From an optimization exercise on the open Yosys and OpenROAD flow, aimed at small area; shortcuts taken in it are not production practice. In this exercise RTL edits were held to simulation tests only and were not proved equivalent to the original. In runs 3 to 7 the design's own scripts or RTL, not TritonCTS, make the clock network. The clock port is modelled as an ideal driver, which makes a skipped or thinned clock tree look cheaper than it is; a real chip needs a root buffer or a tree. Power and IR drop assume default switching activity.

===== flow/run.sh =====
#!/bin/bash
# Own layout flow: the standard flow (standard synthesis unchanged), with the port
# buffers made of the smallest buffer cell and the clock tree built with the options below.
set -euo pipefail
export BUFFER_PORTS_ARGS="-buffer_cell sky130_fd_sc_hd__buf_1"
export CTS_ARGS="-sink_clustering_enable -repair_clock_nets -dont_use_dummy_load -sink_clustering_size 36 -sink_clustering_max_diameter 60 -buf_list {sky130_fd_sc_hd__clkbuf_16}"
bash standard.sh > standard_flow.log 2>&1

===== standard.sh =====
#!/bin/bash
# synth_recipe.tcl (not shown) runs the flow's synth.tcl, then flattens the netlist and writes it again
# the make line also repeats each setting of config.mk as NAME=value (left out here)
make -C /OpenROAD-flow-scripts/flow DESIGN_CONFIG=/design/flow/config.mk WORK_HOME=/design/flow/orfs CLKGATE_MAP_FILE= SYNTH_SCRIPT=/design/flow/synth_recipe.tcl "${@:-finish}"

===== config.mk =====
export PLATFORM = sky130hd
export DESIGN_NAME = byte_ring_fifo_with_search
export DESIGN_NICKNAME = byte_ring_fifo_with_search
export VERILOG_FILES = /design/flow/design.v
export SDC_FILE = /design/flow/constraint.sdc
export NUM_CORES = 4
export LEC_CHECK = 0
export CAP_MARGIN = 20
export CORE_MARGIN = 2
export CORE_UTILIZATION = 40
export SLEW_MARGIN = 20

===== constraint.sdc =====
create_clock -name core_clock -period 7.0 [get_ports {aclk}]
set_input_delay 1.4000 -clock core_clock [delete_from_list [all_inputs] [get_ports {aclk}]]
set_output_delay 1.4000 -clock core_clock [all_outputs]
set_load 0.01 [all_outputs]

===== design.v =====
package brfs_pkg;
    localparam logic [3:0] CMD_PUSH        = 4'd0;
    localparam logic [3:0] CMD_POP         = 4'd1;
    localparam logic [3:0] CMD_PEEK        = 4'd2;
    localparam logic [3:0] CMD_SEARCH      = 4'd3;
    localparam logic [3:0] CMD_SEARCH_CRLF = 4'd4;
    localparam logic [3:0] CMD_DROP_ONE    = 4'd5;
    localparam logic [3:0] CMD_ADVANCE     = 4'd6;
    localparam logic [3:0] CMD_DROP_CR     = 4'd7;
    localparam logic [3:0] CMD_DROP_CRLF   = 4'd8;
    localparam logic [3:0] CMD_EMPTY       = 4'd9;
    localparam logic [1:0] ST_OK        = 2'd0;
    localparam logic [1:0] ST_FULL      = 2'd1;
    localparam logic [1:0] ST_EMPTYBUF  = 2'd2;
    localparam logic [1:0] ST_NOT_FOUND = 2'd3;
    localparam logic [7:0] CH_CR     = 8'h0D;
    localparam logic [7:0] CH_LF     = 8'h0A;
endpackage
import brfs_pkg::*;
module brfs_cell (
    input  logic [7:0] byte_in,
    input  logic [7:0] key,
    output logic       key_hit,
    output logic       cr_hit,
    output logic       lf_hit
);
    assign key_hit = (byte_in == key);
    assign cr_hit  = (byte_in == CH_CR);
    assign lf_hit  = (byte_in == CH_LF);
endmodule
import brfs_pkg::*;
module byte_ring_fifo_with_search (
    input  logic               aclk,
    input  logic               aresetn,
    input  logic               s_valid,
    output logic               s_ready,
    input  logic [19:0]        s_data,
    output logic               m_valid,
    input  logic               m_ready,
    output logic [29:0]        m_data,
    input  logic               cfg_valid,
    output logic               cfg_ready,
    input  logic [6:0]         cfg_data
);
    localparam int N = 63;
    logic [8*N-1:0] ring;        
    logic [5:0]     pos;         
    logic [5:0]     fill_reg;    
    logic [5:0]     len_reg;     
    logic           mv_reg;      
    logic           go_reg;      
    logic           cr_reg;      
    logic [1:0]     sts_reg;
    logic           rbv_reg;     
    logic [7:0]     val_reg;     
    logic [7:0]     rb_out;
    logic [5:0]     fp_out;
    logic [3:0]     op;
    logic [7:0]     kb, kp, pb;
    logic [5:0]     free_cnt;
    logic           full, empty, eq_f, eq_p, at_end, act;
    logic           key_hit, cr_hit, lf_hit;
    logic           done, wr, rm, rm_keep, clr, inc, rb_ld, fp_ld, fp_keep, cr_set;
    logic [1:0]     sts_n;
    logic [5:0]     cfg_len;
    assign op = s_data[19:16];
    assign kb = s_data[15:8];
    assign kp = s_data[7:0];
    assign pb = ring[8*N-1 -: 8];
    brfs_cell u_cmp (
        .byte_in(pb),
        .key    (kb),
        .key_hit(key_hit),
        .cr_hit (cr_hit),
        .lf_hit (lf_hit)
    );
    assign free_cnt = len_reg + ~fill_reg;     
    assign full     = (free_cnt == 6'd0);
    assign empty    = (fill_reg == 6'd0);
    assign eq_f     = (pos == fill_reg);
    assign eq_p     = (kp[7:6] == 2'b00) && (pos == kp[5:0]);
    assign at_end   = eq_f || (go_reg && pos == 6'd0);
    assign act      = s_valid && !mv_reg && (go_reg || pos == 6'd0);
    always_comb begin
        done    = 1'b0;
        wr      = 1'b0;
        rm      = 1'b0;      
        rm_keep = 1'b0;      
        clr     = 1'b0;
        inc     = 1'b0;
        rb_ld   = 1'b0;
        fp_ld   = 1'b0;
        fp_keep = 1'b0;
        cr_set  = 1'b0;
        sts_n   = ST_OK;
        if (act) begin
            if (empty && op != CMD_PUSH && op <= CMD_DROP_CRLF) begin
                done  = 1'b1;
                sts_n = ST_EMPTYBUF;
            end else begin
                case (op)
                    CMD_PUSH: begin
                        if (full) begin
                            done  = 1'b1;
                            sts_n = ST_FULL;
                        end else if (eq_f) begin
                            done = 1'b1;
                            wr   = 1'b1;
                            inc  = 1'b1;
                        end
                    end
                    CMD_POP: begin
                        done  = 1'b1;
                        rm    = 1'b1;
                        rb_ld = 1'b1;
                    end
                    CMD_DROP_ONE: begin
                        done = 1'b1;
                        rm   = 1'b1;
                    end
                    CMD_PEEK: begin
                        if (at_end) begin
                            done  = 1'b1;
                            sts_n = ST_NOT_FOUND;
                        end else if (eq_p) begin
                            done  = 1'b1;
                            rb_ld = 1'b1;
                        end
                    end
                    CMD_SEARCH: begin
                        if (at_end || eq_p) begin
                            done  = 1'b1;
                            sts_n = ST_NOT_FOUND;
                        end else if (key_hit) begin
                            done  = 1'b1;
                            fp_ld = 1'b1;
                        end
                    end
                    CMD_SEARCH_CRLF, CMD_DROP_CRLF: begin
                        if (!cr_reg) begin
                            if (at_end) begin
                                done  = 1'b1;
                                sts_n = ST_NOT_FOUND;
                            end else if (cr_hit) begin
                                cr_set = 1'b1;
                                fp_ld  = 1'b1;
                            end
                        end else begin
                            done = 1'b1;
                            if (!at_end && lf_hit) begin
                                fp_keep = 1'b1;
                                rm      = (op == CMD_DROP_CRLF);
                            end else begin
                                sts_n = ST_NOT_FOUND;
                            end
                        end
                    end
                    CMD_DROP_CR: begin
                        if (at_end) begin
                            done  = 1'b1;
                            sts_n = ST_NOT_FOUND;
                        end else if (cr_hit) begin
                            done  = 1'b1;
                            fp_ld = 1'b1;
                            rm    = 1'b1;
                        end
                    end
                    CMD_ADVANCE: begin
                        if (at_end) begin
                            done = 1'b1;
                            clr  = 1'b1;
                        end else if (eq_p) begin
                            done    = 1'b1;
                            rm      = 1'b1;
                            rm_keep = 1'b1;
                        end
                    end
                    CMD_EMPTY: begin
                        done = 1'b1;
                        clr  = 1'b1;
                    end
                    default: begin
                        done  = 1'b1;
                        sts_n = ST_NOT_FOUND;
                    end
                endcase
            end
        end
    end
    assign cfg_len = (cfg_data < 7'd2)   ? 6'd2 :
                     (cfg_data >= 7'd64) ? 6'd0 : cfg_data[5:0];
    assign s_ready   = done;
    assign cfg_ready = !mv_reg;
    assign m_valid   = mv_reg;
    assign rb_out    = rbv_reg ? val_reg : 8'd0;
    assign fp_out    = rbv_reg ? 6'd63 : val_reg[5:0];
    assign m_data    = {sts_reg, rb_out, {2{&fp_out}}, fp_out, fill_reg, free_cnt};
    always_ff @(posedge aclk) begin
        ring <= {ring[8*N-9:0], wr ? kb : pb};
    end
    always_ff @(posedge aclk) begin
        if (!aresetn) begin
            pos <= 6'd0;
        end else if (rm) begin
            pos <= {5'd0, rm_keep};
        end else if (pos == 6'd62) begin
            pos <= 6'd0;
        end else begin
            pos <= pos + 6'd1;
        end
    end
    always_ff @(posedge aclk) begin
        if (!aresetn) begin
            fill_reg <= 6'd0;
            len_reg  <= 6'd0;
            mv_reg   <= 1'b0;
        end else begin
            if (cfg_valid && !mv_reg) begin
                len_reg  <= cfg_len;
                fill_reg <= 6'd0;
            end else if (clr) begin
                fill_reg <= 6'd0;
            end else begin
                fill_reg <= fill_reg + (rm ? ~pos : 6'd0) + {5'd0, inc | rm_keep};
            end
            mv_reg <= mv_reg ? !m_ready : done;
        end
    end
    always_ff @(posedge aclk) begin
        go_reg <= act && !done;
        cr_reg <= act && !done && (cr_reg || cr_set);
        if (!mv_reg) begin
            sts_reg <= sts_n;
            rbv_reg       <= rb_ld;
            val_reg[7:6]  <= pb[7:6];
            if (rb_ld) begin
                val_reg[5:0] <= pb[5:0];
            end else if (fp_ld) begin
                val_reg[5:0] <= pos;
            end else if (!(cr_reg && (fp_keep || !done))) begin
                val_reg[5:0] <= 6'd63;
            end
        end
    end
endmodule

==> results.toml, run 1 <==
[sta]
tightest_slew_ns = 0.8124
min_period_over_period_pct = 70.68
skew_ns = 0.07424
relSlewSlack_pct = 45.34
max_freq_mhz = 202.1
finalCriticalPeriod_ns = 4.948
worst_hold_slack_ns = 0.2871
setup_viol = 0
hold_viol = 0
tns_ns = 0
drv_slew = 0
rsz0062_at_grt = "no"

[grt]
grt_pass1_vias = 5268
grt_overflow = 0
grt_max_degree = 37
antenna_found_initial = 0
grt_pass1_wl_um = 27220
globalRouteTotalUtil_pct = 10.19

[place]
hpwl_um = 10120
place.gp.congestion = 0.7591
port_buffers = 64

[cts]
insertion_delay_ns = 0.56
post_cts_resized = 0
cts_buffers = 25
cts_buffer_depth = 3
clock-sinks = 536
cts_setup_buffers = 0
htreeDepth = 1
ctsHoldBuffers = 0
cts_root_buf = "clkbuf_16"
cts_tree = "built"
path_clk_slew_ns = 0.12

[critical_path]
endpoint = "s_ready"
critPathLaunchType = "input port"
critPathRequiredTime_ns = 5.60
cp-end-kind = "output pin"
timing.rr.end = "fill_reg[5]$_SDFF_PP0_"
crit_path_start = "s_data[18]"
crit_family = "simple AND/OR/NAND/NOR gates"
r2r_setup_slack_ns = 2.89
worstReg2RegStart = "fill_reg[0]$_SDFF_PP0_"
arrival_ns = 3.55
slowest_stage = "buf_1"
cp_max_fo = 14
path_buf_inv = 2
cp_common_cell = "buf_1"
cp.depth = 9
r2r_cells = 18
crit_chain = "buf_1 > nor2b_1 > or3b_1 > a21bo_2 > a2bb2oi_1 > a2111oi_0 > and3b_1 > nor2_1 > buf_1"
worst-setup-path-type = "in2out"
slowest_delay_ns = 0.46

[finish]
multiInputGateArea_um2 = 1674
largest_reg_flops = 504
seqCellArea_um2 = 10840
synthToLayoutAreaGrowth_pct = 10.26
nets = 930
nFillCells = 2786
final_common_cell = "dfxtp_1"
drive_gt1_share_pct = 5.789
final_cell_mix = "dfxtp_1 (525), buf_1 (64), nor2_1 (37)"
n_antenna_cell = 0

[pwr]
power_density_nw_per_um2 = 334.6
power.share.clock_pct = 31.4
seq_power_share_pct = 66.2
switching_power_mw = 0.9136
internal_power_mw = 3.763
ir_worst_vdd_v = 0.0001595
cellLeakagePower_nw = 5.433
netSwitchingFraction_pct = 19.54
comb_power_share_pct = 2.5

[floorplanning]
die_width_um = 182
dieArea_um2 = 33120
die_h_um = 182
start_util_pct = 40.37
ios = 65
rows = 65
core-area_um2 = 31390

[synth]
syn_area_um2 = 12670
synthTopCellsByArea = "dfxtp_1 (83%), edfxtp_1 (2.6%), xor2_1 (1.7%), ha_1 (1.2%), nor2_1 (1.1%)"
syn_area_per_cell_um2 = 15.76
synth_top_cell_area_share_pct = 82.93
synth-seq-area-share_pct = 85.54
synth_area_leader_cell = "dfxtp_1"
synthCells = 804
synth-edff-count = 11
syn-num-nets = 851
synthArstFlopShare_pct = 0
ys_types = 59
ys.flop_type = "dfxtp_1"
ys.warnings.count = 1
ys_ff_latch = 536

[routing]
vias_per_cell = 4.193
routedWlPerCell_um = 12.89
ant_nets = 0
first_pass_iters = 4
drt-total-wl_um = 16540
drt_iter0_drc = 283
vias = 5380
drc = 0

[hold_path]
hold_path_class = "reg2reg"

[run]
maxCapViolCount = 0

[outcome]
status = "timing/DRC/antenna clean"
## worst min-delay path by stage
| stage | start | end | slack (ns) | cells after the start |
|---|---|---|---|---|
| detailed placement | ring[93]$_DFF_P_ | ring[101]$_DFF_P_ | 0.31 | 0 |
| CTS | ring[437]$_DFF_P_ | ring[445]$_DFF_P_ | 0.29 | 0 |
| global route | ring[225]$_DFF_P_ | ring[233]$_DFF_P_ | 0.29 | 0 |
| floorplan | ring[92]$_DFF_P_ | ring[100]$_DFF_P_ | 0.31 | 0 |
| finish | ring[437]$_DFF_P_ | ring[445]$_DFF_P_ | 0.29 | 0 |
| global placement | ring[445]$_DFF_P_ | ring[453]$_DFF_P_ | 0.31 | 0 |
## per-layer routing
layer	track usage (%)	wire, um	vias up
met5	0	0	-
met4	4.194	632	0
met3	1.966	658	43
met2	14.38	6463	101
met1	15.29	8790	2494
li1	-	-	2742
## final cells by class
cell class	count	area share (%)
Sequential cell	536	77.58
Tap cell	402	3.600
Timing Repair Buffer	65	1.773
Multi-Input combinational cell	233	11.98
Inverter	22	0.5910
Clock buffer	25	4.477
## power by group through the flow
stage | Sequential (mW) | Combinational (mW) | Clock, mW
after floorplan | 3.16 | 0.0802 | 0
after global placement | 3.16 | 0.115 | 0
after CTS | 3.09 | 0.115 | 1.53
after global routing | 3.10 | 0.129 | 1.64
final | 3.09 | 0.115 | 1.47
after detailed placement | 3.16 | 0.115 | 0
## synthesized netlist by cell type, drive strengths merged, types with 2 or more instances
| cell | instances |
|---|---|
| dfxtp | 525 |
| nor2 | 37 |
| xor2 | 24 |
| inv | 22 |
| a21oi | 13 |
| ha | 12 |
| edfxtp | 11 |
| nor3b | 10 |
| xnor2 | 10 |
| and2 | 9 |
| buf | 8 |
| mux2 | 8 |
| nand2 | 8 |
| nand2b | 8 |
| nor3 | 8 |
| nor4 | 8 |
| nand3 | 7 |
| o21ai | 7 |
| or2 | 7 |
| o22a | 6 |
| and3 | 5 |
| clkbuf | 5 |
| and3b | 4 |
| nand4 | 4 |
| a31oi | 3 |
| fa | 3 |
| nor2b | 3 |
| a221oi | 2 |
| and4 | 2 |
| o21bai | 2 |
| o31ai | 2 |
| o32ai | 2 |
## per-stage QoR
stage                     instances  utilization, %  setup WS (ns)  total power [mW]  cell area [um^2]
after floorplan                 804               -          2.661             3.240             12670
after global placement         1258           42.52          2.087             3.279             13350
after detailed placement       1258           42.52          2.095             3.279             13350
after CTS                      1283           44.51          2.080             4.738             13970
after global routing           1283           44.51          1.718             4.867             13970
final                          1283           44.51          2.052             4.676             13970
## cell families (layout without fill, tap and decap cells)
group	after synthesis	after routing	share of synthesized area, %
AND/OR/NAND/NOR	126	126	5.578
multiplexers	8	8	0.7109
AO/OA/AOI/OAI	50	50	2.913
flip-flops	536	536	85.54
buffers and inverters	35	112	1.254
XOR/XNOR	34	34	2.350
adder cells (fa/ha/maj)	15	15	1.659
==> inputs of run 2 (changes only) <==
==> flow/run.sh (replaced) <==
#!/bin/bash
# Own layout flow: the standard synthesis unchanged, then an area-oriented remapping of the
# combinational logic only (registers, their names and cell types untouched), then the rest of
# the standard layout with the smallest buffer cell on the ports and the clock tree built
# with the options below. Every tool writes its full output to a log in this folder.
set -euo pipefail
WORK=$(pwd)
RES=$WORK/orfs/results/$FLOW_PLATFORM/byte_ring_fifo_with_search/base
LIB=$FLOW_HOME/platforms/$FLOW_PLATFORM/lib/sky130_fd_sc_hd__tt_025C_1v80.lib

bash standard.sh synth > standard_synth.log 2>&1

cp "$RES/1_2_yosys.v" "$WORK/std_synth.v"
sed -e "s#@LIB@#$LIB#g" -e "s#@TOP@#$FLOW_TOP#g" -e "s#@IN@#$WORK/std_synth.v#g" \
    -e "s#@OUT@#$WORK/resyn.v#g" -e "s#@ABC@#$WORK/flow/area.abc#g" flow/resyn.ys > resyn.ys
${YOSYS_EXE:-yosys} -s resyn.ys > resyn.log 2>&1
# the remapped netlist must do what the standard one does, register by register
sed -e "s#@LIB@#$LIB#g" -e "s#@TOP@#$FLOW_TOP#g" -e "s#@GOLD@#$WORK/std_synth.v#g" \
    -e "s#@GATE@#$WORK/resyn.v#g" flow/equiv.ys > equiv.ys
${YOSYS_EXE:-yosys} -s equiv.ys > equiv.log 2>&1
cp "$WORK/resyn.v" "$RES/1_2_yosys.v"
rm -f "$RES/1_synth.odb" "$RES/1_synth.sdc"

export BUFFER_PORTS_ARGS="-buffer_cell sky130_fd_sc_hd__buf_1"
export CTS_ARGS="-sink_clustering_enable -repair_clock_nets -dont_use_dummy_load -sink_clustering_size 36 -sink_clustering_max_diameter 60 -buf_list {sky130_fd_sc_hd__clkbuf_16}"
bash standard.sh > standard_flow.log 2>&1
==> flow/area.abc (new file) <==
strash
dc2
dc2
dch -f
amap
==> flow/equiv.ys (new file) <==
# Prove the remapped netlist equivalent to the standard synthesis: flip-flops are black boxes
# paired by instance name, the logic between them is compared.
read_liberty -ignore_miss_func @LIB@
read_verilog @GOLD@
rename @TOP@ gold
read_verilog @GATE@
rename @TOP@ gate
setattr -mod -set keep_hierarchy 1 sky130_fd_sc_hd__df* sky130_fd_sc_hd__edf* sky130_fd_sc_hd__sdf* sky130_fd_sc_hd__conb_1
flatten -noscopeinfo gold gate
blackbox sky130_fd_sc_hd__df* sky130_fd_sc_hd__edf* sky130_fd_sc_hd__sdf* sky130_fd_sc_hd__conb_1
rename -hide w:* x:* %d
opt_clean
equiv_make gold gate equiv
hierarchy -top equiv
equiv_simple
equiv_status -assert
==> flow/resyn.ys (new file) <==
# Remap the combinational cells of the standard synthesis for area. Flip-flops and tie cells
# stay as they are (same instances, names and cell types).
read_liberty -ignore_miss_func @LIB@
read_verilog @IN@
hierarchy -top @TOP@
setattr -mod -set keep_hierarchy 1 sky130_fd_sc_hd__df* sky130_fd_sc_hd__edf* sky130_fd_sc_hd__sdf* sky130_fd_sc_hd__conb_1
flatten -noscopeinfo
opt_clean
abc -liberty @LIB@ -dont_use sky130_fd_sc_hd__probe_p_8 -dont_use sky130_fd_sc_hd__probec_p_8 -dont_use sky130_fd_sc_hd__lpflow_* -script @ABC@ @TOP@
# cell interfaces for the checks below (the flip-flop modules become black boxes)
read_liberty -lib -overwrite -ignore_miss_func @LIB@
opt_clean -purge
splitnets
hilomap -singleton -hicell sky130_fd_sc_hd__conb_1 HI -locell sky130_fd_sc_hd__conb_1 LO @TOP@
insbuf -buf sky130_fd_sc_hd__buf_4 A X @TOP@
opt_clean -purge
tee -o resyn_stat.txt stat -liberty @LIB@
check -assert -mapped @TOP@
select @TOP@
write_verilog -noattr -nohex -nodec -selected @OUT@
==> results.toml, run 2 <==
[critical_path]
cp.depth = 21
critPathRequiredTime_ns = 7.37
cp_max_fo = 8
path_buf_inv = 5
cp_common_cell = "nor2_1"
cp-end-kind = "flip-flop"
critPathLaunchType = "input port"
worst-setup-path-type = "in2reg"
slowest_stage = "o211ai_1"
r2r_setup_slack_ns = 2.17
arrival_ns = 5.43
crit_chain = "buf_1 > clkinv_1 > nor2_1 > or4_1 > a211oi_1 > nor2_1 > clkinv_1 > nor2_1 > nand3_1 > o211ai_1 > clkinv_1 > nor2_1 > clkinv_1 > a22oi_1 > nand2_1 > o21ai_0 > nor2b_1 > o21bai_1 > o21ai_0 > nor2_1 > a211oi_1"
r2r_cells = 23
crit_family = "simple AND/OR/NAND/NOR gates"
timing.rr.end = "fill_reg[5]$_SDFF_PP0_"
slowest_delay_ns = 0.55
worstReg2RegStart = "fill_reg[2]$_SDFF_PP0_"

[finish]
utilization_pct = 44.61
drive_gt1_share_pct = 2.928
n_antenna_cell = 0
largest_reg_flops = 504
final_common_cell = "dfxtp_1"
synthToLayoutAreaGrowth_pct = 9.444
nets = 956
final_cell_mix = "dfxtp_1 (525), nor2_1 (72), buf_1 (64)"

[cts]
path_clk_slew_ns = 0.09
htreeDepth = 1
post_cts_resized = 0
cts_buffer_depth = 3
cts_tree = "built"
ctsHoldBuffers = 0
cts_setup_buffers = 0
cts_root_buf = "clkbuf_16"
cts_buffers = 26
clock-sinks = 536
insertion_delay_ns = 0.56

[synth]
syn_area_um2 = 12530
syn_area_per_cell_um2 = 14.59
syn-num-nets = 891
ys.warnings.count = 1
synthCells = 859

[place]
place.gp.congestion = 0.8310
place_ws_ns = 1.523
port_buffers = 64
hpwl_um = 10520

[pwr]
switching_power_mw = 0.9150
power.share.clock_pct = 31.9
seq_power_share_pct = 65.9
internal_power_mw = 3.777
cellLeakagePower_nw = 5.190
netSwitchingFraction_pct = 19.50
total_power_mw = 4.692
ir_worst_vdd_v = 0.0001717
power_density_nw_per_um2 = 342.1
comb_power_share_pct = 2.2

[grt]
grt_pass1_wl_um = 27090
grt_pass1_vias = 5265
grt_max_degree = 37
globalRouteTotalUtil_pct = 10.10
grt_overflow = 0
antenna_found_initial = 0

[sta]
max_freq_mhz = 197.6
worst_hold_slack_ns = 0.2741
skew_ns = 0.05490
tightest_slew_ns = 0.8740
tns_ns = 0
hold_viol = 0
setup_viol = 0
finalCriticalPeriod_ns = 5.060
min_period_over_period_pct = 72.29
setup_ws_ns = 1.940
rsz0062_at_grt = "no"
drv_slew = 0
relSlewSlack_pct = 41.38

[routing]
vias_per_cell = 4.296
first_pass_iters = 4
ant_nets = 0
drc = 0
vias = 5662
routedWlPerCell_um = 12.71
drt_iter0_drc = 310
drt-total-wl_um = 16750

[floorplanning]
ios = 65
start_util_pct = 40.76
die_width_um = 181.0
die_h_um = 181.0
rows = 64
dieArea_um2 = 32760
core-area_um2 = 30750

[hold_path]
hold_depth = 0
min_from = "ring[261]$_DFF_P_"
holdPathEnd = "ring[269]$_DFF_P_"
hold_path_class = "reg2reg"

[outcome]
status = "timing/DRC/antenna clean"

[run]
maxCapViolCount = 0
## run 2: worst max path at each step
| stage | from | to |
|---|---|---|
| global route | s_data[19] | fill_reg[4]$_SDFF_PP0_ |
| floorplan | s_data[0] | fill_reg[5]$_SDFF_PP0_ |
| finish | s_data[19] | fill_reg[5]$_SDFF_PP0_ |
| detailed placement | s_data[19] | fill_reg[5]$_SDFF_PP0_ |
| CTS | fill_reg[2]$_SDFF_PP0_ | s_ready |
| global placement | s_data[19] | fill_reg[4]$_SDFF_PP0_ |
## run 2: power groups by stage
stage / registers (mW) / logic, mW / clock network, mW
floorplan: 3.16 / 0.0760 / 0
global route: 3.10 / 0.113 / 1.66
detailed placement: 3.16 / 0.102 / 0
CTS: 3.09 / 0.102 / 1.55
global placement: 3.16 / 0.102 / 0
finish: 3.09 / 0.102 / 1.50
## run 2: final cells by class
type / count / area [um^2]
Multi-Input combinational cell: 236 / 1261
Sequential cell: 536 / 10840
Clock buffer: 26 / 650.6
Fill cell: 2847 / 17030
Inverter: 59 / 221.5
Tap cell: 396 / 495.5
Timing Repair Buffer: 65 / 247.7
## run 2: stage by stage
| stage | instances | cell area (um^2) |
|---|---|---|
| global placement | 1292 | 13070 |
| floorplan | 859 | 12530 |
| finish | 1318 | 13720 |
| detailed placement | 1292 | 13070 |
| CTS | 1318 | 13720 |
| global route | 1318 | 13720 |
## run 2: per-layer routing
layer  vias up  wire, um  track usage, %
li1       2870         -               -
met1      2645      9108           15.40
met2       112      6384           14.22
met3        35       763           2.056
met4         0       496           3.447
met5         -         0               0
==> inputs of run 3 (changes only) <==
--- a/flow/run.sh
+++ b/flow/run.sh
@@ -3,5 +3,5 @@
 # combinational logic only (registers, their names and cell types untouched), then the rest of
 # the standard layout with the smallest buffer cell on the ports and the clock tree built
-# with the options below. Every tool writes its full output to a log in this folder.
+# by flow/cts_tree.tcl. Every tool writes its full output to a log in this folder.
 set -euo pipefail
 WORK=$(pwd)
@@ -23,4 +23,6 @@
 
 export BUFFER_PORTS_ARGS="-buffer_cell sky130_fd_sc_hd__buf_1"
-export CTS_ARGS="-sink_clustering_enable -repair_clock_nets -dont_use_dummy_load -sink_clustering_size 36 -sink_clustering_max_diameter 60 -buf_list {sky130_fd_sc_hd__clkbuf_16}"
+export PRE_CTS_TCL=$WORK/flow/cts_tree.tcl
+export CLK_TREE_BUF=sky130_fd_sc_hd__clkbuf_16
+export CLK_GROUP_MAX=36
 bash standard.sh > standard_flow.log 2>&1
==> flow/area.abc (replaced) <==
strash
&get -n
&deepsyn -T 180
&put
dch -f
amap
==> flow/cts_tree.tcl (new file) <==
# Clock tree built in place of TritonCTS (sourced as the PRE_CTS hook of ORFS's cts step).
# The clock port drives one root clkbuf_16; the root drives one clkbuf_16 per group of
# flip-flops; the groups come from splitting the placed flip-flops at the median, along the
# wider side, until each group holds at most CLK_GROUP_MAX of them. Each buffer sits at the
# centre of what it drives; the detailed placement that follows in cts.tcl legalizes it.
set block [ord::get_db_block]
set db [ord::get_db]
set buf_master [$db findMaster $::env(CLK_TREE_BUF)]
set group_max $::env(CLK_GROUP_MAX)

set clk_port [lindex [get_property [lindex [all_clocks] 0] sources] 0]
set clk_net [$block findNet [get_full_name $clk_port]]

set sinks {}
foreach it [$clk_net getITerms] {
  if { [$it isInputSignal] } {
    set bb [[$it getInst] getBBox]
    lappend sinks [list $it [expr {([$bb xMin] + [$bb xMax]) / 2}] [expr {([$bb yMin] + [$bb yMax]) / 2}]]
  }
}
puts "clock tree: [llength $sinks] sinks on [$clk_net getName]"

proc split_groups { items group_max } {
  if { [llength $items] <= $group_max } {
    return [list $items]
  }
  set xs [lmap i $items {lindex $i 1}]
  set ys [lmap i $items {lindex $i 2}]
  set dx [expr {[tcl::mathfunc::max {*}$xs] - [tcl::mathfunc::min {*}$xs]}]
  set dy [expr {[tcl::mathfunc::max {*}$ys] - [tcl::mathfunc::min {*}$ys]}]
  set key [expr {$dx >= $dy ? 1 : 2}]
  set sorted [lsort -integer -index $key $items]
  set half [expr {[llength $sorted] / 2}]
  return [concat [split_groups [lrange $sorted 0 [expr {$half - 1}]] $group_max] \
                 [split_groups [lrange $sorted $half end] $group_max]]
}

proc centre { items } {
  set sx 0
  set sy 0
  foreach i $items {
    set sx [expr {$sx + [lindex $i 1]}]
    set sy [expr {$sy + [lindex $i 2]}]
  }
  set n [llength $items]
  return [list [expr {$sx / $n}] [expr {$sy / $n}]]
}

proc place_at { inst xy } {
  set m [$inst getMaster]
  $inst setLocation [expr {[lindex $xy 0] - [$m getWidth] / 2}] [expr {[lindex $xy 1] - [$m getHeight] / 2}]
  $inst setPlacementStatus PLACED
}

set root_net [odb::dbNet_create $block clk_root]
$root_net setSigType CLOCK
set leaves {}
set n 0
foreach g [split_groups $sinks $group_max] {
  set inst [odb::dbInst_create $block $buf_master clkbuf_leaf_$n]
  set net [odb::dbNet_create $block clk_leaf_$n]
  $net setSigType CLOCK
  foreach i $g {
    set it [lindex $i 0]
    $it disconnect
    $it connect $net
  }
  [$inst findITerm X] connect $net
  [$inst findITerm A] connect $root_net
  set xy [centre $g]
  place_at $inst $xy
  lappend leaves [list $inst {*}$xy]
  puts "clock tree: clkbuf_leaf_$n drives [llength $g] sinks"
  incr n
}
set root [odb::dbInst_create $block $buf_master clkbuf_root]
[$root findITerm A] connect $clk_net
[$root findITerm X] connect $root_net
place_at $root [centre $leaves]
puts "clock tree: $n leaf buffers and one root buffer"

# the tree is built: make the step's call to TritonCTS only switch to propagated clocks
proc clock_tree_synthesis { args } {
  set_propagated_clock [all_clocks]
}
==> results.toml, run 3 <==
[routing]
ant_nets = 0
vias_per_cell = 4.160
first_pass_iters = 5
routedWlPerCell_um = 12.43
drt_iter0_drc = 325
drc = 0
drt-total-wl_um = 15960
vias = 5342

[sta]
relSlewSlack_pct = 41.14
setup_viol = 0
min_period_over_period_pct = 77.36
drv_slew = 0
hold_viol = 0
finalCriticalPeriod_ns = 5.415
tns_ns = 0
tightest_slew_ns = 0.8736
skew_ns = 0.01798
rsz0062_at_grt = "no"
max_freq_mhz = 184.7

[floorplanning]
dieArea_um2 = 32490
ios = 65
die_h_um = 180.3
start_util_pct = 40.62
core-area_um2 = 30590
rows = 64
die_width_um = 180.3

[grt]
grt_pass1_vias = 4955
grt_max_degree = 35
grt_overflow = 0
globalRouteTotalUtil_pct = 9.454
antenna_found_initial = 0
grt_pass1_wl_um = 25920

[critical_path]
crit_chain = "clkinv_1 > a22oi_1 > nand2_1 > o21ai_0 > nand2_1 > o21ai_0 > nand2_1 > o21a_1 > nand2_1 > o21ai_0 > nor2_1 > a21oi_1 > o41ai_1 > clkinv_1 > a41oi_1 > nor4b_1 > nor2_1 > buf_1"
path_buf_inv = 3
slowest_delay_ns = 0.60
crit_family = "compound AO/OA/AOI/OAI gates"
critPathRequiredTime_ns = 5.60
arrival_ns = 4.02
cp_common_cell = "nand2_1"
cp-end-kind = "output pin"
worst-setup-path-type = "reg2out"
slowest_stage = "o41ai_1"
critPathLaunchType = "flip-flop"
cp_max_fo = 7

[pwr]
comb_power_share_pct = 2.5
netSwitchingFraction_pct = 19.47
seq_power_share_pct = 70.1
internal_power_mw = 3.560
ir_worst_vdd_v = 0.0002098
total_power_mw = 4.421
power_density_nw_per_um2 = 330.5
switching_power_mw = 0.8605
power.share.clock_pct = 27.4
cellLeakagePower_nw = 5.073

[place]
port_buffers = 64
hpwl_um = 10310
place.gp.congestion = 0.8368
dpl_cell_area_um2 = 12950

[synth]
syn_area_per_cell_um2 = 14.88
syn_area_um2 = 12430
ys.warnings.count = 1
synthCells = 835
syn-num-nets = 867

[cts]
insertion_delay_ns = 0.49
post_cts_resized = 0
cts_setup_buffers = 0
path_clk_slew_ns = 0.12
ctsHoldBuffers = 0

[finish]
synthToLayoutAreaGrowth_pct = 7.652
n_antenna_cell = 0
design_area_um2 = 13380
nets = 922
largest_reg_flops = 504
final_cell_mix = "dfxtp_1 (525), buf_1 (64), nor2_1 (56)"
final_common_cell = "dfxtp_1"
drive_gt1_share_pct = 1.914

[outcome]
status = "timing/DRC/antenna clean"

[run]
maxCapViolCount = 0

[hold_path]
hold_path_class = "reg2reg"
-- run 3: cell types whose count changed in the layout (fill, tap and decap cells not counted), moves of 4 or more --
cell | before | now
a22oi_1 | 12 | 4
nor2_1 | 72 | 56
o21ai_0 | 16 | 27
clkinv_1 | 59 | 45
nand2_1 | 17 | 21
o211ai_1 | 6 | 2
o21a_1 | 2 | 8
clkbuf_16 | 26 | 17
-- run 3: metal layers --
metal	global-route usage, %	share of wire (%)
met1	15.31	55
met2	13.40	38
met3	0.8690	3.7
met4	2.484	3.0
met5	0	0
-- run 3: final cells by class --
class,count,area (um^2)
Inverter,45,168.9
Multi-Input combinational cell,226,1207
Fill cell,2746,17210
Sequential cell,536,10840
Buffer,17,425.4
Tap cell,396,495.5
Timing Repair Buffer,64,240.2
-- run 3: path summary, 6_finish.rpt --
path | from | to | slack, ns | cells past startpoint
setup reg to reg | fill_reg[1]$_SDFF_PP0_ | fill_reg[5]$_SDFF_PP0_ | 1.78 | 28
hold reg to reg | ring[464]$_DFF_P_ | ring[472]$_DFF_P_ | 0.33 | 0
hold / removal | ring[464]$_DFF_P_ | ring[472]$_DFF_P_ | 0.33 | 0
setup / recovery | fill_reg[1]$_SDFF_PP0_ | s_ready | 1.58 | 18
-- run 3: through the flow --
stage                     instances  setup slack, ns  utilization [%]  hold WS (ns)
final                          1284            1.585            43.73        0.3260
after global routing           1284            1.008            43.73        0.3304
after CTS                      1284            1.563            43.73        0.3309
after detailed placement       1267            1.368            42.34        0.3121
after global placement         1267            1.411            42.34        0.3104
after floorplan                 835            2.264                -        0.3096
-- run 3: power by group through the flow --
stage	sequential (mW)	clock [mW]	combinational (mW)
final	3.10	1.21	0.112
after global routing	3.10	1.36	0.126
after floorplan	3.16	0	0.0858
after detailed placement	3.17	0	0.111
after global placement	3.17	0	0.114
after CTS	3.10	1.25	0.112
==> inputs of run 4 (changes only) <==
--- a/design.v
+++ b/design.v
@@ -50,8 +50,8 @@
     logic           mv_reg;      
     logic           go_reg;      
-    logic           cr_reg;      
-    logic [1:0]     sts_reg;
+    logic           cr_found;    
     logic           rbv_reg;     
     logic [7:0]     val_reg;     
+    logic [1:0]     sts_out;
     logic [7:0]     rb_out;
     logic [5:0]     fp_out;
@@ -61,5 +61,5 @@
     logic           full, empty, eq_f, eq_p, at_end, act;
     logic           key_hit, cr_hit, lf_hit;
-    logic           done, wr, rm, rm_keep, clr, inc, rb_ld, fp_ld, fp_keep, cr_set;
+    logic           done, wr, rm, rm_keep, clr, inc, rb_ld, fp_ld, fp_keep;
     logic [1:0]     sts_n;
     logic [5:0]     cfg_len;
@@ -82,4 +82,5 @@
     assign at_end   = eq_f || (go_reg && pos == 6'd0);
     assign act      = s_valid && !mv_reg && (go_reg || pos == 6'd0);
+    assign cr_found = go_reg && !(&val_reg[5:0]);
     always_comb begin
         done    = 1'b0;
@@ -92,6 +93,5 @@
         fp_ld   = 1'b0;
         fp_keep = 1'b0;
-        cr_set  = 1'b0;
-        sts_n   = ST_OK;
+                sts_n   = ST_OK;
         if (act) begin
             if (empty && op != CMD_PUSH && op <= CMD_DROP_CRLF) begin
@@ -138,10 +138,9 @@
                     end
                     CMD_SEARCH_CRLF, CMD_DROP_CRLF: begin
-                        if (!cr_reg) begin
+                        if (!cr_found) begin
                             if (at_end) begin
                                 done  = 1'b1;
                                 sts_n = ST_NOT_FOUND;
                             end else if (cr_hit) begin
-                                cr_set = 1'b1;
                                 fp_ld  = 1'b1;
                             end
@@ -193,7 +192,8 @@
     assign cfg_ready = !mv_reg;
     assign m_valid   = mv_reg;
+    assign sts_out   = rbv_reg ? ST_OK : val_reg[7:6];
     assign rb_out    = rbv_reg ? val_reg : 8'd0;
     assign fp_out    = rbv_reg ? 6'd63 : val_reg[5:0];
-    assign m_data    = {sts_reg, rb_out, {2{&fp_out}}, fp_out, fill_reg, free_cnt};
+    assign m_data    = {sts_out, rb_out, {2{&fp_out}}, fp_out, fill_reg, free_cnt};
     always_ff @(posedge aclk) begin
         ring <= {ring[8*N-9:0], wr ? kb : pb};
@@ -229,14 +229,12 @@
     always_ff @(posedge aclk) begin
         go_reg <= act && !done;
-        cr_reg <= act && !done && (cr_reg || cr_set);
         if (!mv_reg) begin
-            sts_reg <= sts_n;
             rbv_reg       <= rb_ld;
-            val_reg[7:6]  <= pb[7:6];
+            val_reg[7:6]  <= rb_ld ? pb[7:6] : sts_n;
             if (rb_ld) begin
                 val_reg[5:0] <= pb[5:0];
             end else if (fp_ld) begin
                 val_reg[5:0] <= pos;
-            end else if (!(cr_reg && (fp_keep || !done))) begin
+            end else if (!fp_keep) begin
                 val_reg[5:0] <= 6'd63;
             end
--- a/flow/run.sh
+++ b/flow/run.sh
@@ -25,4 +25,5 @@
 export PRE_CTS_TCL=$WORK/flow/cts_tree.tcl
 export CLK_TREE_BUF=sky130_fd_sc_hd__clkbuf_16
-export CLK_GROUP_MAX=36
+export CLK_GROUP_MAX=34
+export CLK_ROOTS=2
 bash standard.sh > standard_flow.log 2>&1
==> flow/area.abc (replaced) <==
strash
&get -n
&deepsyn -T 60
&put
dch -f
amap
==> flow/cts_tree.tcl (replaced) <==
# Clock tree built in place of TritonCTS (sourced as the PRE_CTS hook of ORFS's cts step).
# The clock port drives CLK_ROOTS root buffers; they drive one leaf buffer per group of
# flip-flops, with at most CLK_GROUP_MAX flip-flops in a group. Groups (of flip-flops, and of
# leaf buffers for the roots) come from cutting the placed cells across their wider side, in
# proportion to the number of groups on each side, so that groups are compact and even. Each
# buffer sits at the centre of what it drives; the detailed placement that follows in cts.tcl
# legalizes it.
set block [ord::get_db_block]
set db [ord::get_db]
set buf_master [$db findMaster $::env(CLK_TREE_BUF)]
set group_max $::env(CLK_GROUP_MAX)
set n_roots $::env(CLK_ROOTS)

set clk_port [lindex [get_property [lindex [all_clocks] 0] sources] 0]
set clk_net [$block findNet [get_full_name $clk_port]]

set sinks {}
foreach it [$clk_net getITerms] {
  if { [$it isInputSignal] } {
    set bb [[$it getInst] getBBox]
    lappend sinks [list $it [expr {([$bb xMin] + [$bb xMax]) / 2}] [expr {([$bb yMin] + [$bb yMax]) / 2}]]
  }
}
puts "clock tree: [llength $sinks] sinks on [$clk_net getName]"

# split items ({obj x y} lists) into k groups
proc split_groups { items k } {
  if { $k <= 1 } {
    return [list $items]
  }
  set xs [lmap i $items {lindex $i 1}]
  set ys [lmap i $items {lindex $i 2}]
  set dx [expr {[tcl::mathfunc::max {*}$xs] - [tcl::mathfunc::min {*}$xs]}]
  set dy [expr {[tcl::mathfunc::max {*}$ys] - [tcl::mathfunc::min {*}$ys]}]
  set key [expr {$dx >= $dy ? 1 : 2}]
  set sorted [lsort -integer -index $key $items]
  set k1 [expr {$k / 2}]
  set cut [expr {([llength $sorted] * $k1 + $k / 2) / $k}]
  return [concat [split_groups [lrange $sorted 0 [expr {$cut - 1}]] $k1] \
                 [split_groups [lrange $sorted $cut end] [expr {$k - $k1}]]]
}

proc centre { items } {
  set sx 0
  set sy 0
  foreach i $items {
    set sx [expr {$sx + [lindex $i 1]}]
    set sy [expr {$sy + [lindex $i 2]}]
  }
  set n [llength $items]
  return [list [expr {$sx / $n}] [expr {$sy / $n}]]
}

proc place_at { inst xy } {
  set m [$inst getMaster]
  $inst setLocation [expr {[lindex $xy 0] - [$m getWidth] / 2}] [expr {[lindex $xy 1] - [$m getHeight] / 2}]
  $inst setPlacementStatus PLACED
}

set n_leaves [expr {([llength $sinks] + $group_max - 1) / $group_max}]
set leaves {}
set n 0
foreach g [split_groups $sinks $n_leaves] {
  set inst [odb::dbInst_create $block $buf_master clkbuf_leaf_$n]
  set net [odb::dbNet_create $block clk_leaf_$n]
  $net setSigType CLOCK
  foreach i $g {
    set it [lindex $i 0]
    $it disconnect
    $it connect $net
  }
  [$inst findITerm X] connect $net
  set xy [centre $g]
  place_at $inst $xy
  lappend leaves [list $inst {*}$xy]
  puts "clock tree: clkbuf_leaf_$n drives [llength $g] sinks"
  incr n
}
set r 0
foreach g [split_groups $leaves $n_roots] {
  set root [odb::dbInst_create $block $buf_master clkbuf_root_$r]
  set net [odb::dbNet_create $block clk_root_$r]
  $net setSigType CLOCK
  [$root findITerm A] connect $clk_net
  [$root findITerm X] connect $net
  foreach i $g {
    [[lindex $i 0] findITerm A] connect $net
  }
  place_at $root [centre $g]
  puts "clock tree: clkbuf_root_$r drives [llength $g] leaf buffers"
  incr r
}

# the tree is built: make the step's call to TritonCTS only switch to propagated clocks
proc clock_tree_synthesis { args } {
  set_propagated_clock [all_clocks]
}
--- a/config.mk
+++ b/config.mk
@@ -8,4 +8,5 @@
 export CAP_MARGIN = 20
 export CORE_MARGIN = 2
-export CORE_UTILIZATION = 40
+export CORE_UTILIZATION = 65
+export PLACE_DENSITY = 0.8
 export SLEW_MARGIN = 20
==> results.toml, run 4 <==
[sta]
skew_ns = 0.02754
setup_viol = 0
hold_viol = 0
relSlewSlack_pct = 24.27
rsz0062_at_grt = "no"
drv_slew = 0
min_period_over_period_pct = 76.45
tightest_slew_ns = 1.122
finalCriticalPeriod_ns = 5.351
tns_ns = 0
max_freq_mhz = 186.9

[cts]
insertion_delay_ns = 0.40
ctsHoldBuffers = 0
cts_setup_buffers = 0
post_cts_resized = 0
path_clk_slew_ns = 0.12

[floorplanning]
ios = 65
rows = 50
die_h_um = 142.0
dieArea_um2 = 20150
start_util_pct = 66.13
die_width_um = 142.0
core-area_um2 = 18710

[synth]
syn_area_um2 = 12370
syn_area_per_cell_um2 = 14.50
syn-num-nets = 885
synthCells = 853
ys.warnings.count = 1

[critical_path]
worst-setup-path-type = "reg2reg"
cp_common_cell = "nor2_1"
arrival_ns = 5.64
cp-end-kind = "flip-flop"
crit_chain = "clkinv_1 > a221oi_1 > nand3_1 > a2111oi_0 > clkinv_1 > nor4_1 > clkinv_1 > o21ai_0 > o21ai_0 > o21ai_0 > nor2_1 > a21oi_1 > nor2_1 > a21oi_1 > nor2_1 > a21oi_1 > and3_1 > nor2_1 > a21oi_1 > nor2_1"
critPathRequiredTime_ns = 7.28
critPathLaunchType = "flip-flop"
cp_max_fo = 13
slowest_stage = "nor4_1"
slowest_delay_ns = 0.83

[routing]
drt-total-wl_um = 16840
drt_iter0_drc = 246
first_pass_iters = 5
drc = 0
routedWlPerCell_um = 14.76
vias_per_cell = 4.869
ant_nets = 0
vias = 5556

[finish]
utilization_pct = 70.21
drive_gt1_share_pct = 1.989
final_common_cell = "dfxtp_1"
largest_reg_flops = 504
nets = 939
synthToLayoutAreaGrowth_pct = 6.169
final_cell_mix = "dfxtp_1 (524), nor2_1 (73), buf_1 (64)"

[place]
hpwl_um = 10940
port_buffers = 64
place.gp.congestion = 0.9399

[pwr]
seq_power_share_pct = 69.8
power.share.clock_pct = 28.0
power_density_nw_per_um2 = 335.2
netSwitchingFraction_pct = 19.08
internal_power_mw = 3.562
ir_worst_vdd_v = 0.0003147
comb_power_share_pct = 2.2
switching_power_mw = 0.8398
total_power_mw = 4.402
cellLeakagePower_nw = 5.058

[grt]
antenna_found_initial = 3
grt_overflow = 0
grt_max_degree = 35
globalRouteTotalUtil_pct = 16.62
grt_pass1_wl_um = 26790
grt_pass1_vias = 5221

[run]
maxCapViolCount = 0

[outcome]
status = "timing/DRC/antenna clean"

[hold_path]
hold_path_class = "reg2reg"
run 4: cell types whose count changed in the layout (fill, tap and decap cells not counted), moves of 4 or more:
cell,before,now
nand2_1,21,39
o22ai_1,9,4
nand3_1,8,4
nor2b_1,11,1
a21oi_1,24,30
nor2_1,56,73
run 4: path summary, 6_finish.rpt:
kind                            end  cells past startpoint  slack [ns]               from
min reg2reg       ring[394]$_DFF_P_                      0        0.31  ring[386]$_DFF_P_
min               ring[394]$_DFF_P_                      0        0.31  ring[386]$_DFF_P_
max          fill_reg[5]$_SDFF_PP0_                     20        1.65  pos[3]$_SDFF_PP0_
max reg2reg  fill_reg[5]$_SDFF_PP0_                     20        1.65  pos[3]$_SDFF_PP0_
run 4: worst max-delay path, delay by kind of cell, from the launching register on:
family	cells	cell delay, ns
AO/OA/AOI/OAI	9	2.17
AND/OR/NAND/NOR	8	1.49
buffers and inverters	3	1.02
flip-flops	1	0.55
run 4: power groups by stage:
| stage | clock (mW) | sequential, mW | combinational (mW) |
|---|---|---|---|
| finish | 1.23 | 3.07 | 0.0962 |
| global route | 1.37 | 3.08 | 0.108 |
| CTS | 1.26 | 3.07 | 0.0954 |
| detailed placement | 0 | 3.14 | 0.0950 |
| global placement | 0 | 3.14 | 0.0938 |
| floorplan | 0 | 3.14 | 0.0769 |
run 4: area by class of cell:
class	instances	area, um^2
Buffer	18	450.4
Multi-Input combinational cell	243	1209
Fill cell	1217	5572
Antenna cell	2	5.005
Timing Repair Buffer	64	240.2
Sequential cell	533	10760
Tap cell	234	292.8
Inverter	47	176.4
run 4: metrics by stage:
stage	hold slack (ns)	setup slack [ns]	cells	cell area (um^2)
2_1_floorplan	0.3096	2.067	853	12370
3_3_place_gp	0.3099	1.570	1121	12680
3_5_place_dp	0.3121	1.437	1121	12680
4_1_cts	0.3191	1.744	1139	13130
5_1_grt	0.3283	0.9387	1140	13130
6_report	0.3097	1.649	1141	13130
run 4: routing by layer:
metal  part of all wire, %  up-vias  track usage (%)
li1                      -     2817                -
met1                    49     2539            25.32
met2                    42      162            24.94
met3                   5.8       36            2.658
met4                   2.9        2            4.895
met5                 0.077        -                0
==> inputs of run 5 (changes only) <==
--- a/flow/run.sh
+++ b/flow/run.sh
@@ -25,5 +25,5 @@
 export PRE_CTS_TCL=$WORK/flow/cts_tree.tcl
 export CLK_TREE_BUF=sky130_fd_sc_hd__clkbuf_16
-export CLK_GROUP_MAX=34
+export CLK_GROUP_MAX=39
 export CLK_ROOTS=2
 bash standard.sh > standard_flow.log 2>&1
==> results.toml, run 5 <==
[hold_path]
hold_path_class = "reg2reg"

[pwr]
ir_worst_vdd_v = 0.0003459
cellLeakagePower_nw = 5.033
power_density_nw_per_um2 = 332.5

[floorplanning]
die_h_um = 142.0
start_util_pct = 66.13
ios = 65
core-area_um2 = 18710
dieArea_um2 = 20150
die_width_um = 142.0
rows = 50

[sta]
rsz0062_at_grt = "no"
drv_slew = 0
tns_ns = 0
relSlewSlack_pct = 22.51
tightest_slew_ns = 1.148
hold_viol = 0
min_period_over_period_pct = 77.23
skew_ns = 0.01120
finalCriticalPeriod_ns = 5.406
setup_viol = 0
max_freq_mhz = 185.0

[synth]
synthCells = 853
syn_area_per_cell_um2 = 14.50
syn-num-nets = 885
syn_area_um2 = 12370
ys.warnings.count = 1

[finish]
final_cell_mix = "dfxtp_1 (524), nor2_1 (73), buf_1 (64)"
drive_gt1_share_pct = 1.772
layout.cells.non_filler = 1138
nets = 937
nFillCells = 1214
synthToLayoutAreaGrowth_pct = 5.745
final_common_cell = "dfxtp_1"
largest_reg_flops = 504

[outcome]
status = "timing/DRC/antenna clean"

[grt]
grt_max_degree = 40
grt_pass1_wl_um = 26850
antenna_found_initial = 2
grt_overflow = 0
globalRouteTotalUtil_pct = 16.65
grt_pass1_vias = 5166

[critical_path]
worst-setup-path-type = "reg2reg"
cp-end-kind = "flip-flop"
arrival_ns = 5.68
critPathRequiredTime_ns = 7.27
critPathLaunchType = "flip-flop"
cp_max_fo = 13

[routing]
drt-total-wl_um = 16920
drc = 0
drt_iter0_drc = 316
vias = 5516
routedWlPerCell_um = 14.87
first_pass_iters = 5
ant_nets = 0
vias_per_cell = 4.847

[cts]
insertion_delay_ns = 0.39
path_clk_slew_ns = 0.12
post_cts_resized = 0
ctsHoldBuffers = 0
cts_setup_buffers = 0

[place]
place.gp.congestion = 0.9399
placed_cells = 1121
port_buffers = 64
hpwl_um = 10940

[run]
maxCapViolCount = 0
[run 5: report_power, final]
part | internal [mW] | switching (mW)
Combinational | 0.0315 | 0.0645
Sequential | 3.06 | 0.0114
Clock | 0.421 | 0.759
[run 5: cell type report]
type	count	area, um^2	area share (%)
sequential	533	10760	82.26
multi-input combinational	243	1209	9.240
buffer	16	400.4	3.061
tap	234	292.8	2.238
timing repair buffer	64	240.2	1.836
inverter	47	176.4	1.349
antenna	1	2.502	0.01913
[run 5: worst max-delay path: stages (launching register included)]
cell and delay (ns):
dfxtp_1 0.55, clkinv_1 0.21, a221oi_1 0.33, nand3_1 0.11, a2111oi_0 0.49, clkinv_1 0.23, nor4_1 0.84, clkinv_1 0.58
o21ai_0 0.33, o21ai_0 0.17, o21ai_0 0.25, nor2_1 0.10, a21oi_1 0.16, nor2_1 0.08, a21oi_1 0.18, a21oi_1 0.11
and3_1 0.20, nor2_1 0.13, nor2_1 0.06, a21oi_1 0.12, nor2_1 0.05
[run 5: stage by stage]
step / hold slack [ns] / setup WS (ns) / total power, mW / util, % / area, um^2
global placement: 0.3099 / 1.570 / 3.235 / 67.78 / 12680
floorplan: 0.3096 / 2.067 / 3.214 / - / 12370
finish: 0.3317 / 1.594 / 4.350 / 69.93 / 13080
CTS: 0.3370 / 1.750 / 4.374 / 69.92 / 13080
detailed placement: 0.3121 / 1.437 / 3.236 / 67.78 / 12680
global route: 0.3382 / 0.9184 / 4.491 / 69.92 / 13080
[run 5: routing by layer]
layer / global-route usage, % / part of all wire [%]
met4: 4.474 / 3.2
met5: 0 / 0.071
met3: 2.557 / 5.9
met1: 25.75 / 50
met2: 24.81 / 41
[run 5: worst paths after layout]
check,depth (start not counted),startpoint,end,slack (ns)
min reg2reg,0,ring[227]$_DFF_P_,ring[235]$_DFF_P_,0.33
max reg2reg,20,pos[3]$_SDFF_PP0_,fill_reg[5]$_SDFF_PP0_,1.59
min,0,ring[227]$_DFF_P_,ring[235]$_DFF_P_,0.33
max,20,pos[3]$_SDFF_PP0_,fill_reg[5]$_SDFF_PP0_,1.59
==> inputs of run 6 (changes only) <==
--- a/flow/run.sh
+++ b/flow/run.sh
@@ -25,5 +25,5 @@
 export PRE_CTS_TCL=$WORK/flow/cts_tree.tcl
 export CLK_TREE_BUF=sky130_fd_sc_hd__clkbuf_16
-export CLK_GROUP_MAX=39
+export CLK_GROUP_MAX=34
 export CLK_ROOTS=2
 bash standard.sh > standard_flow.log 2>&1
==> flow/area.abc (replaced) <==
strash
&get -n
&deepsyn -T 180
&put
dch -f
amap
==> results.toml, run 6 <==
[critical_path]
cp.depth = 19
worst-setup-path-type = "in2reg"
slowest_delay_ns = 0.42
critPathRequiredTime_ns = 7.27
critPathLaunchType = "input port"
crit_family = "simple AND/OR/NAND/NOR gates"
cp-end-kind = "flip-flop"
crit_chain = "buf_1 > clkinv_1 > or3_1 > or4_1 > or4_1 > or2_0 > nor2_1 > nor2_1 > nor2_1 > o21ai_0 > nor2_1 > a21oi_1 > o21ai_0 > o21ai_0 > o21ai_0 > o21ai_0 > nor2_1 > xnor2_1 > nor2_1"
timing.rr.end = "fill_reg[5]$_SDFF_PP0_"
path_buf_inv = 2
cp_max_fo = 6
r2r_cells = 24
arrival_ns = 5.45
r2r_setup_slack_ns = 2.24
worstReg2RegStart = "fill_reg[1]$_SDFF_PP0_"
cp_common_cell = "nor2_1"
slowest_stage = "or4_1"

[sta]
tightest_slew_ns = 0.7297
tns_ns = 0
relSlewSlack_pct = 50.82
rsz0062_at_grt = "no"
min_period_over_period_pct = 74.07
drv_slew = 0
max_freq_mhz = 192.9
worst_hold_slack_ns = 0.3269
setup_viol = 0
hold_viol = 0
setup_ws_ns = 1.815
skew_ns = 0.01521
finalCriticalPeriod_ns = 5.185

[finish]
largest_reg_flops = 504
design_area_um2 = 13120
nFillCells = 1257
utilization_pct = 70.15
drive_gt1_share_pct = 2.118
final_cell_mix = "dfxtp_1 (524), nor2_1 (77), buf_1 (64)"
synthToLayoutAreaGrowth_pct = 6.218
final_common_cell = "dfxtp_1"
layout.cells.non_filler = 1132
nets = 931

[pwr]
power_density_nw_per_um2 = 337.1
internal_power_mw = 3.564
cellLeakagePower_nw = 5.039
ir_worst_vdd_v = 0.0003011
power.share.clock_pct = 28.3
comb_power_share_pct = 2.3
total_power_mw = 4.424
netSwitchingFraction_pct = 19.44
seq_power_share_pct = 69.4
switching_power_mw = 0.8601

[cts]
post_cts_resized = 0
path_clk_slew_ns = 0.12
ctsHoldBuffers = 0
insertion_delay_ns = 0.39
cts_setup_buffers = 0

[place]
placed_cells = 1113
place_ws_ns = 1.467
port_buffers = 64
hpwl_um = 10990
place.gp.congestion = 0.9476
dpl_cell_area_um2 = 12660

[floorplanning]
start_util_pct = 66.05
dieArea_um2 = 20130
die_width_um = 141.9
die_h_um = 141.9
ios = 65
core-area_um2 = 18710
rows = 50

[synth]
syn_area_um2 = 12350
ys.warnings.count = 1
syn_area_per_cell_um2 = 14.62
synthCells = 845
syn-num-nets = 877

[routing]
drc = 0
routedWlPerCell_um = 15.69
drt-total-wl_um = 17760
wl_met2_um = 7874
drt_iter0_drc = 254
wl_met1_um = 8729
ant_nets = 0
vias_per_cell = 4.739
first_pass_iters = 4
wl_met3_um = 669
vias = 5364
highest_layer = "met4"

[grt]
antenna_found_initial = 1
grt_max_degree = 35
globalRouteTotalUtil_pct = 17.50
grt_pass1_wl_um = 27520
grt_overflow = 0
grt_pass1_vias = 5148

[hold_path]
min_from = "ring[461]$_DFF_P_"
hold_path_class = "reg2reg"
holdPathEnd = "ring[469]$_DFF_P_"
hold_depth = 0

[outcome]
status = "timing/DRC/antenna clean"

[run]
maxCapViolCount = 0
run 6: cell count changes in the layout (fill, tap and decap cells not counted), moves of 3 or more:
| cell | change |
|---|---|
| o221ai_1 | +4 |
| nor3_1 | -3 |
| o21ai_0 | -7 |
| o22ai_1 | +3 |
| nor2_1 | +4 |
| nand2_1 | -10 |
run 6: worst max path at each step:
| stage | from | to | slack (ns) |
|---|---|---|---|
| after floorplan | s_data[17] | fill_reg[5]$_SDFF_PP0_ | 2.22 |
| after global placement | s_data[17] | fill_reg[5]$_SDFF_PP0_ | 1.64 |
| after detailed placement | s_data[17] | fill_reg[5]$_SDFF_PP0_ | 1.47 |
| after CTS | s_data[17] | fill_reg[5]$_SDFF_PP0_ | 1.87 |
| after global routing | s_data[17] | fill_reg[5]$_SDFF_PP0_ | 1.37 |
| final | s_data[17] | fill_reg[5]$_SDFF_PP0_ | 1.82 |
run 6: power groups by stage:
| stage | combinational [mW] | clock (mW) | sequential [mW] |
|---|---|---|---|
| after CTS | 0.100 | 1.26 | 3.07 |
| after global routing | 0.113 | 1.36 | 3.07 |
| after floorplan | 0.0802 | 0 | 3.14 |
| final | 0.102 | 1.25 | 3.07 |
| after detailed placement | 0.0997 | 0 | 3.14 |
| after global placement | 0.100 | 0 | 3.14 |
run 6: layout make-up:
type	instances	area [um^2]	area share (%)
Antenna cell	1	2.502	0.01907
Buffer	18	450.4	3.432
Inverter	49	183.9	1.402
Sequential cell	533	10760	82.00
Timing Repair Buffer	64	240.2	1.831
Multi-Input combinational cell	233	1192	9.087
Tap cell	234	292.8	2.231
run 6: worst reg2reg max path, delay by kind of cell, from the launching register on:
kind	cells	cell delay (ns)
simple gates	11	1.68
xor+xnor	1	0.13
buf+inv	1	0.20
flops	1	0.55
compound gates	11	2.07
run 6: layer usage:
| metal | global-route usage (%) | vias up |
|---|---|---|
| li1 | - | 2786 |
| met1 | 25.91 | 2461 |
| met2 | 28.23 | 92 |
| met3 | 1.890 | 25 |
| met4 | 4.211 | 0 |
| met5 | 0 | - |
==> inputs of run 7 (changes only) <==
--- a/flow/run.sh
+++ b/flow/run.sh
@@ -27,3 +27,4 @@
 export CLK_GROUP_MAX=34
 export CLK_ROOTS=2
+export CLK_ROOT_BUF=sky130_fd_sc_hd__clkbuf_8
 bash standard.sh > standard_flow.log 2>&1
==> flow/area.abc (replaced) <==
strash
&get -n
&deepsyn -T 60
&put
dch -f
amap
--- a/flow/cts_tree.tcl
+++ b/flow/cts_tree.tcl
@@ -1,4 +1,4 @@
 # Clock tree built in place of TritonCTS (sourced as the PRE_CTS hook of ORFS's cts step).
-# The clock port drives CLK_ROOTS root buffers; they drive one leaf buffer per group of
+# The clock port drives CLK_ROOTS root buffers (CLK_ROOT_BUF, else CLK_TREE_BUF); they drive one leaf buffer per group of
 # flip-flops, with at most CLK_GROUP_MAX flip-flops in a group. Groups (of flip-flops, and of
 # leaf buffers for the roots) come from cutting the placed cells across their wider side, in
@@ -9,4 +9,8 @@
 set db [ord::get_db]
 set buf_master [$db findMaster $::env(CLK_TREE_BUF)]
+set root_master $buf_master
+if { [info exists ::env(CLK_ROOT_BUF)] } {
+  set root_master [$db findMaster $::env(CLK_ROOT_BUF)]
+}
 set group_max $::env(CLK_GROUP_MAX)
 set n_roots $::env(CLK_ROOTS)
@@ -79,5 +83,5 @@
 set r 0
 foreach g [split_groups $leaves $n_roots] {
-  set root [odb::dbInst_create $block $buf_master clkbuf_root_$r]
+  set root [odb::dbInst_create $block $root_master clkbuf_root_$r]
   set net [odb::dbNet_create $block clk_root_$r]
   $net setSigType CLOCK
==> results.toml, run 7 <==
[outcome]
status = "timing/DRC/antenna clean"

[sta]
min_period_over_period_pct = 76.65
finalCriticalPeriod_ns = 5.365
relSlewSlack_pct = 23.80
setup_ws_ns = 1.635
skew_ns = 0.03061
tightest_slew_ns = 1.129
setup_viol = 0
rsz0062_at_grt = "no"
hold_viol = 0
worst_hold_slack_ns = 0.3073
max_freq_mhz = 186.4
tns_ns = 0
drv_slew = 0

[pwr]
power_density_nw_per_um2 = 333.6
cellLeakagePower_nw = 5.047
ir_worst_vdd_v = 0.0003112

[hold_path]
hold_depth = 0
hold_path_class = "reg2reg"

[routing]
first_pass_iters = 5
drt_iter0_drc = 260
drt-total-wl_um = 16710
ant_nets = 0
drc = 0
vias_per_cell = 4.822
routedWlPerCell_um = 14.64
vias = 5502

[critical_path]
cp_common_cell = "nor2_1"
critPathRequiredTime_ns = 7.35
cp-end-kind = "flip-flop"
cp_max_fo = 13
r2r_cells = 20
crit_chain = "clkinv_1 > a221oi_1 > nand3_1 > a2111oi_0 > clkinv_1 > nor4_1 > clkinv_1 > o21ai_0 > o21ai_0 > o21ai_0 > nor2_1 > a21oi_1 > nor2_1 > a21oi_1 > nor2_1 > a21oi_1 > and3_1 > nor2_1 > a21oi_1 > nor2_1"
slowest_delay_ns = 0.83
arrival_ns = 5.71
slowest_stage = "nor4_1"
worst-setup-path-type = "reg2reg"
critPathLaunchType = "flip-flop"

[grt]
grt_max_degree = 35
grt_pass1_vias = 5201
antenna_found_initial = 3
grt_pass1_wl_um = 26650
grt_overflow = 0
globalRouteTotalUtil_pct = 16.51

[finish]
largest_reg_flops = 504
nets = 939
synthToLayoutAreaGrowth_pct = 5.987
utilization_pct = 70.09
final_cell_mix = "dfxtp_1 (524), nor2_1 (73), buf_1 (64)"
final_common_cell = "dfxtp_1"
design_area_um2 = 13110
drive_gt1_share_pct = 1.989

[floorplanning]
die_width_um = 142.0
start_util_pct = 66.13
core-area_um2 = 18710
rows = 50
die_h_um = 142.0
dieArea_um2 = 20150
ios = 65

[cts]
insertion_delay_ns = 0.46
cts_setup_buffers = 0
path_clk_slew_ns = 0.12
post_cts_resized = 0
ctsHoldBuffers = 0

[synth]
syn_area_um2 = 12370
synthCells = 853
ys.warnings.count = 1
syn-num-nets = 885
syn_area_per_cell_um2 = 14.50

[place]
place_ws_ns = 1.437
place.gp.congestion = 0.9399
dpl_cell_area_um2 = 12680
port_buffers = 64
hpwl_um = 10940

[run]
maxCapViolCount = 0
==> run 7: area by class of cell <==
type                    count  area [um^2]
diodes                      2        5.005
plain buffers              18        427.9
fillers                  1217         5594
inverters                  47        176.4
multi-input cells         243         1209
flip-flops and latches    533        10760
well taps                 234        292.8
repair buffers             64        240.2
==> run 7: worst paths after layout <==
path / from / end / slack, ns
worst min register to register: ring[386]$_DFF_P_ / ring[394]$_DFF_P_ / 0.31
worst max-delay path: pos[3]$_SDFF_PP0_ / fill_reg[5]$_SDFF_PP0_ / 1.63
worst min-delay path: ring[386]$_DFF_P_ / ring[394]$_DFF_P_ / 0.31
worst max register to register: pos[3]$_SDFF_PP0_ / fill_reg[5]$_SDFF_PP0_ / 1.63
==> run 7: metal layers <==
layer | share of wire (%) | GRT usage, % | up-vias
li1 | - | - | 2812
met1 | 50 | 25.29 | 2510
met2 | 41 | 24.55 | 140
met3 | 5.7 | 2.658 | 38
met4 | 3.5 | 4.947 | 2
met5 | 0.078 | 0 | -
==> run 7: worst max-delay path, delay by kind of cell (launching register included) <==
family,cells,cell delay (ns)
AOI/OAI and AO/OA,9,2.18
buffers and inverters,3,1.03
DFF,1,0.55
and+or+nand+nor,8,1.49
==> run 7: where the power goes <==
group	internal (mW)	switching [mW]	leakage, nW
combinational	0.0315	0.0644	0.513
sequential	3.06	0.0114	4.32
clock	0.440	0.766	0.212
total	3.53	0.842	5.05
==> run 7: stage by stage <==
stage                     instances  power (mW)
after global placement         1121       3.235
after floorplan                 853       3.214
after CTS                      1139       4.401
final                          1141       4.374
after detailed placement       1121       3.236
after global routing           1140       4.522

## afterwards: timing with drivers on the ports
In the flow no input, the clock included, has a driving cell. The finished layouts below were timed again as built, in two steps. Step 1 (the two cells are an assumption about what drives the block):
set clk [get_ports {aclk}]
set_driving_cell -lib_cell sky130_fd_sc_hd__clkbuf_16 $clk
set_driving_cell -lib_cell sky130_fd_sc_hd__buf_2 [delete_from_list [all_inputs] $clk]
Step 2 times the ports against the registers' clock, not the clock port: input delays grow and output delays shrink by t, the midpoint of the rising clock arrivals with the driver on. Three values: no drivers, after step 1, after step 2; two values: the first two.
| run | shift t [ns] | setup slack, ns | hold slack, ns |
|---|---|---|---|
| run 1 | 0.573 | 2.052 / 2.021 / 2.021 | 0.287 / 0.287 / 0.287 |
| run 2 | 0.576 | 1.940 / 1.951 / 1.375 | 0.274 / 0.274 / 0.274 |
| run 3 | 0.528 | 1.585 / 1.540 / 1.327 | 0.326 / 0.326 / 0.326 |
| run 4 | 0.439 | 1.649 / 1.649 / 1.331 | 0.310 / 0.310 / 0.310 |
| run 5 | 0.440 | 1.594 / 1.594 / 1.283 | 0.332 / 0.332 / 0.332 |
| run 6 | 0.438 | 1.815 / 1.849 / 1.411 | 0.327 / 0.327 / 0.327 |
| run 7 | 0.496 | 1.635 / 1.635 / 1.342 | 0.307 / 0.307 / 0.307 |
After both steps setup and hold are still met in every run listed. The setup slack of run 2, which loses most, moves by +0.011 ns with the drivers and by -0.565 ns with both steps.
